Background: an optimization exercise with open tools, aiming at small area, a short achievable clock period and few clock cycles per item. Do not read the settings as production practice. Only simulation tests tie the RTL to the original design; equivalence was not proved. Power is estimated from default activity; no workload was simulated.

==> flow/config.mk <==
export PLATFORM = sky130hd
export DESIGN_NAME = mem_stage
export DESIGN_NICKNAME = mem_stage
export VERILOG_FILES = /design/flow/design.v
export SDC_FILE = /design/flow/constraint.sdc
export NUM_CORES = 4
export LEC_CHECK = 0
export CAP_MARGIN = 20
export CORE_MARGIN = 2
export CORE_UTILIZATION = 45
export SLEW_MARGIN = 20
==> flow/constraint.sdc <==
create_clock -name core_clock -period 5.0 [get_ports {clk}]
set_input_delay 1.0000 -clock core_clock [delete_from_list [all_inputs] [get_ports {clk}]]
set_output_delay 1.0000 -clock core_clock [all_outputs]
set_load 0.01 [all_outputs]
==> flow/design.v <==
`default_nettype none
package mem_stage_pkg;
    localparam int          WORD_W        = 32;
    localparam int          REG_IDX_W     = 4;
    localparam logic [31:0] DEF_BASE_ADDR = 32'd1024;
    localparam logic [0:0]  S_IDLE = 1'b0;
    localparam logic [0:0]  S_WAIT = 1'b1;
    typedef struct packed {
        logic                 wb_en;
        logic                 mem_r_en;
        logic [REG_IDX_W-1:0] dest;
        logic [WORD_W-1:0]    alu_result;
        logic [WORD_W-1:0]    mem_data;
        logic                 align_err;
    } mem_wb_t;
endpackage
`default_nettype wire
`default_nettype none
module data_memory
#(
    parameter int DEPTH = 64,
    parameter int AW    = 6
) (
    input  logic              clk,
    input  logic              i_we,
    input  logic [AW-1:0]     i_addr,
    input  logic [mem_stage_pkg::WORD_W-1:0] i_wdata,
    output logic [mem_stage_pkg::WORD_W-1:0] o_rdata
);
    logic [mem_stage_pkg::WORD_W-1:0] r_mem [DEPTH];
    always_ff @(posedge clk) begin
        if (i_we) begin
            r_mem[i_addr] <= i_wdata;
        end
    end
    assign o_rdata = r_mem[i_addr];
endmodule
`default_nettype wire
`default_nettype none
module mem_stage
#(
    parameter int          DEPTH       = 64,
    parameter logic [31:0] BASE_ADDR   = mem_stage_pkg::DEF_BASE_ADDR,
    parameter int          WAIT_CYCLES = 3
) (
    input  logic                 clk,
    input  logic                 rst_n,
    input  logic                 in_valid,
    input  logic                 wb_en_in,
    input  logic                 mem_read,
    input  logic                 mem_write,
    input  logic [mem_stage_pkg::REG_IDX_W-1:0] dest_in,
    input  logic [mem_stage_pkg::WORD_W-1:0]    alu_result,
    input  logic [mem_stage_pkg::WORD_W-1:0]    st_val,
    output logic                 freeze,
    output logic                 out_valid,
    output logic                 wb_en_out,
    output logic                 mem_r_en_out,
    output logic [mem_stage_pkg::REG_IDX_W-1:0] dest_out,
    output logic [mem_stage_pkg::WORD_W-1:0]    alu_result_out,
    output logic [mem_stage_pkg::WORD_W-1:0]    mem_data_out,
    output logic                 align_err
);
    localparam int             AW       = (DEPTH > 1) ? $clog2(DEPTH) : 1;
    localparam int             CW       = (WAIT_CYCLES > 0) ? $clog2(WAIT_CYCLES + 1) : 1;
    localparam logic [CW-1:0]  CNT_LAST = CW'(WAIT_CYCLES);
    localparam logic [mem_stage_pkg::WORD_W-1:0] SPAN  = mem_stage_pkg::WORD_W'(DEPTH * 4);
    logic [0:0]        r_state;
    logic [0:0]        w_next_state;
    logic [CW-1:0]     r_cnt;
    logic [CW-1:0]     w_next_cnt;
    logic              w_freeze;
    logic              w_access;
    logic              w_mem_op;
    logic              w_capture;
    logic              w_misalign;
    logic              w_in_range;
    logic              w_we;
    logic [mem_stage_pkg::WORD_W-1:0] w_offset;
    logic [AW-1:0]     w_idx;
    logic [mem_stage_pkg::WORD_W-1:0] w_rdata;
    mem_stage_pkg::mem_wb_t           r_wb;
    assign w_mem_op   = in_valid & (mem_read | mem_write);
    assign w_offset   = alu_result - BASE_ADDR;
    assign w_in_range = (alu_result >= BASE_ADDR) && (w_offset < SPAN);
    assign w_idx      = w_offset[AW+1:2];
    assign w_misalign = 1'b0;
    always_comb begin
        w_next_state = r_state;
        w_next_cnt   = r_cnt;
        w_freeze     = 1'b0;
        w_access     = 1'b0;
        case (r_state)
            mem_stage_pkg::S_IDLE: begin
                if (w_mem_op) begin
                    if (WAIT_CYCLES == 0) begin
                        w_access = 1'b1;
                    end else begin
                        w_freeze     = 1'b1;
                        w_next_state = mem_stage_pkg::S_WAIT;
                        w_next_cnt   = CW'(1);
                    end
                end
            end
            mem_stage_pkg::S_WAIT: begin
                if (r_cnt == CNT_LAST) begin
                    w_access     = 1'b1;
                    w_next_state = mem_stage_pkg::S_IDLE;
                    w_next_cnt   = '0;
                end else begin
                    w_freeze   = 1'b1;
                    w_next_cnt = r_cnt + CW'(1);
                end
            end
            default: begin
                w_next_state = mem_stage_pkg::S_IDLE;
                w_next_cnt   = '0;
            end
        endcase
    end
    always_ff @(posedge clk or negedge rst_n) begin
        if (!rst_n) begin
            r_state <= mem_stage_pkg::S_IDLE;
            r_cnt   <= '0;
        end else begin
            r_state <= w_next_state;
            r_cnt   <= w_next_cnt;
        end
    end
    assign freeze    = w_freeze & rst_n;
    assign w_we      = w_access & mem_write & w_in_range & ~w_misalign & rst_n;
    assign w_capture = w_access | ((r_state == mem_stage_pkg::S_IDLE) & in_valid & ~w_mem_op);
    data_memory #(
        .DEPTH (DEPTH),
        .AW    (AW)
    ) u_dmem (
        .clk     (clk),
        .i_we    (w_we),
        .i_addr  (w_idx),
        .i_wdata (st_val),
        .o_rdata (w_rdata)
    );
    always_ff @(posedge clk or negedge rst_n) begin
        if (!rst_n) begin
            out_valid <= 1'b0;
            r_wb      <= '0;
        end else if (w_capture) begin
            out_valid          <= 1'b1;
            r_wb.wb_en         <= wb_en_in;
            r_wb.mem_r_en      <= mem_read & w_mem_op;
            r_wb.dest          <= dest_in;
            r_wb.alu_result    <= alu_result;
            r_wb.mem_data      <= (w_mem_op && mem_read && w_in_range) ? w_rdata : '0;
            r_wb.align_err     <= w_mem_op & w_misalign;
        end else begin
            out_valid <= 1'b0;
        end
    end
    assign wb_en_out      = r_wb.wb_en;
    assign mem_r_en_out   = r_wb.mem_r_en;
    assign dest_out       = r_wb.dest;
    assign alu_result_out = r_wb.alu_result;
    assign mem_data_out   = r_wb.mem_data;
    assign align_err      = r_wb.align_err;
endmodule
`default_nettype wire
==> flow/run.sh <==
#!/bin/bash
# synth_recipe.tcl (not shown) runs the flow's synth.tcl, then flattens the netlist and writes it again
# the make line also repeats each setting of config.mk as NAME=value (left out here)
make -C /OpenROAD-flow-scripts/flow DESIGN_CONFIG=/design/flow/config.mk WORK_HOME=/design/flow/orfs CLKGATE_MAP_FILE= SYNTH_SCRIPT=/design/flow/synth_recipe.tcl finish
==> impl_results.md <==
* Slew HR at between 10% and 20%
* Leak pwr at about 31 nW
* Period minus WS final at 4.12 ns
* Hold Crit Class: primary input to async pin
* Place WS at between 0.15 and 0.2 ns
* Final net count at 5,074
* Highest Clock Rate at 0.243 GHz
* Io pins at about 150
* Placer Congestion at slightly below 1
* Vias at around 50,000
* Antenna Nets Post-Route at 0
* Outcome: no timing/DRC/antenna violations
* Core Region at ~180,000 um^2
* DP HPWL at about 190,000 um
* Area fraction of the dominant cell type after synthesis at between 70% and 80%
* Startpoint types: primary input
* Cts hold-fix bufs at 0
* Synth Instances at 4,523
* Root Buffer: clkbuf_16
* Yosys reg bits at approximately 2,100
* Synth area leaders: edfxtp_1 (75%), mux2_2 (3.8%), mux2i_1 (2.5%)
* Crit Path Category: primary input to register
* VDD IR max at around 0.36 mV
* Number of flops mapped to enable cells by yosys at ~2,000
* Synthesized Nets at 4,598
* Layout fillers at 14,400
* Post-Syn Area at 82,100 um^2
* PnR worst setup slack at a little under 0.9 ns
* Via/cell ratio at ~6.7
* Critical Path Sink Type: register
* Final period utilization at about 82%
* DP Area at just under 90,000 um^2
* Routed WL per cell at just under 40 um
* Die W at 431 um
* # DRC at 0
* Asr flop ratio synth at between 3 and 4%
* Worst Path Required at about 5.8 ns
* Setup repair after global routing missed its margin: no
* Post-Route WL at approximately 300,000 um
* First-pass GRT wire length at approximately 400,000 um
* Number of global-route vias before repair at between 40,000 and 50,000
* Setup TNS at 0 ns
* Register area share after synthesis at slightly below 80%
* Total Power at between 30 and 40 mW
* Clock Pin Slew Worst Setup and Hold Paths at approximately 0.06 ns
* Row count at approximately 160
* Fin. Hold Viols at 0
* TritonCTS clock tree: built
* Inst Count DP at 7,150
* Die ar. at approximately 190,000 um^2
* Clock latency on the worst-skew pair at roughly 0.88 ns
* CTS sink count at between 2,000 and 2,500
* Layout Cells excl Fill at between 7,000 and 8,000
* Endpoints failing setup at 0
* Antenna violations before repair at 24
* Pin count of the biggest net entering global routing at 73
* Post-cts sizing count at 0
* PwrDens at 401 nW/um^2
* Starting Density at between 40% and 50%
* Main synth FF type: edfxtp_1
* GR Util All Layers at roughly a third
* Grt total ovfl at 0
* Library cells used by synthesis at 83
* Port Buffers at 145
* H-tree levels at 4
* Area growth, synth to finish at 17.0%
* Ys Warns at 2
* CP arrival at approximately 4.9 ns
* Num CTS Buffers at 211
* Avg Inst Size Synth at approximately 18 um^2
* Drt pass-1 iters at 6
* Clk_skew at 0.0434 ns
* DRT iter0 DRCs at between 8,000 and 9,000
* Design area at 96,100 um^2
* Max-slew violations at 0
* Crit path max fanout at 13
* Share of cells above drive strength 1 at 23.7%
* Total of max-cap violations at 0
* Synth area leader: edfxtp_1
* Die Y at between 400 and 500 um
* Count leader, synth: edfxtp_1
* Actual slew at the worst max-slew pin at approximately 1.3 ns
* Synth top cells by count: edfxtp_1 (2,048), o22ai_1 (285), mux2_2 (278)
* CTS Buffer Depth at 3
* Post-CTS Setup Repair Bufs at 0
## sequential cells by signal (all words and copies together), names as in the netlist
| register | count |
|---|---|
| r_cnt | 2 |
| r_wb | 70 |
| out_valid | 1 |
| r_state | 1 |
| u_dmem.r_mem | 2048 |
## cell usage in the layout (no fill, tap or decap), types with 64 or more instances in the layout
cell type,Yosys,layout
nor2_1,160,94
a21oi_1,129,128
edfxtp_1,2048,2048
buf_12,10,72
nor2_4,0,64
nand2_1,141,134
o22ai_1,285,285
o21ai_0,145,145
clkdlybuf4s50_1,0,108
mux4_2,77,77
buf_4,45,386
dfrtp_1,74,74
o221ai_1,172,172
mux2i_1,202,202
clkbuf_16,0,212
mux2_2,278,278
## power breakdown
group | internal (mW) | switching [mW] | leakage (nW) | total (mW)
registers | 19.7 | 0.0895 | 19.3 | 19.7
clock network | 8.67 | 6.94 | 3.28 | 15.6
logic | 1.13 | 2.11 | 8.55 | 3.24
## cell families after synthesis
logic type                 after synthesis  share of synthesized area [%]
other                                    1                        0.00457
xor gates and xnor gates                 1                         0.0107
AOI/OAI and AO/OA                     1071                           9.13
DFF                                   2122                           77.1
adders and majority gates                1                         0.0152
buffers and inverters                  327                           2.54
muxes                                  570                           8.78
and+or+nand+nor                        430                           2.37
## metal layers
layer  vias up  global-route usage, %  wire [um]
met1     26400                   43.4     112000
met2      3716                   47.3     133000
met3       668                   8.60      37600
met4        14                   15.6      17400
li1      19600                      -          -
met5         -                      0        102
## final cells by class
| cell class | count | area (um^2) | area share [%] |
|---|---|---|---|
| antenna | 9 | 22.5 | 0.0234 |
| inverter | 10 | 45.0 | 0.0469 |
| clock inverter | 129 | 1150 | 1.19 |
| timing repair buffer | 580 | 5710 | 5.94 |
| clock buffer | 268 | 5610 | 5.83 |
| sequential | 2122 | 63400 | 65.9 |
| tap | 2370 | 2970 | 3.09 |
| multi-input combinational | 2074 | 17300 | 18.0 |
## worst max-delay path, cell delays in order
cell and delay (ns):
clkdlybuf4s50_1 0.77, and2b_1 0.49, nand2_2 0.52, buf_4 0.36, o22ai_1 0.14, a31oi_1 0.56, o31ai_1 0.46, buf_4 0.27
o31ai_1 0.26
## stage by stage
stage	hold slack [ns]	util (%)
3_5_place_dp	0.471	49.2
6_report	0.304	53.1
2_1_floorplan	0.506	-
4_1_cts	0.302	53.0
3_3_place_gp	0.461	49.1
5_1_grt	0.330	53.1
## final timing paths
| kind | start | to | slack [ns] | cells past startpoint |
|---|---|---|---|---|
| setup / recovery | alu_result[6] | r_wb[23] | 0.88 | 9 |
| hold / removal | rst_n | r_wb[55] | 0.30 | 2 |
| min in group core_clock | st_val[6] | u_dmem.r_mem[52][6] | 0.34 | 1 |
| max in group asynchronous | rst_n | r_wb[32] | 3.58 | 3 |
| setup reg to reg | r_cnt[0] | u_dmem.r_mem[57][14] | 1.65 | 7 |
| hold reg to reg | r_wb[35] | r_wb[35] | 0.48 | 2 |
Testbench counts, summed over its fixed seeds: cycles 32,417, items 9,600.

## static timing again, ports no longer ideal
In the flow no input, the clock included, has a driving cell. The finished layout below was timed again as built, in two steps.
Step 1, drivers: a clkbuf_16 drives clk and a buf_2 each remaining input, both assumed.
Step 2 adds t to the input delays and takes it off the output delays; t is the mean of the earliest and latest rising clock arrival at the registers after step 1. Input paths then give back, and output paths get back, about the clock's delay inside the block.
Slacks: ideal ports / drivers / drivers and shift; pairs: ideal ports / drivers.
t, ns: 0.943
setup slack, ns: 0.882 / 0.950 / 0.008
cell pins on the clock port's net: 1
After both steps this run still meets setup and hold. The setup slack of this run moves by +0.068 ns with the drivers and by -0.874 ns with both steps.
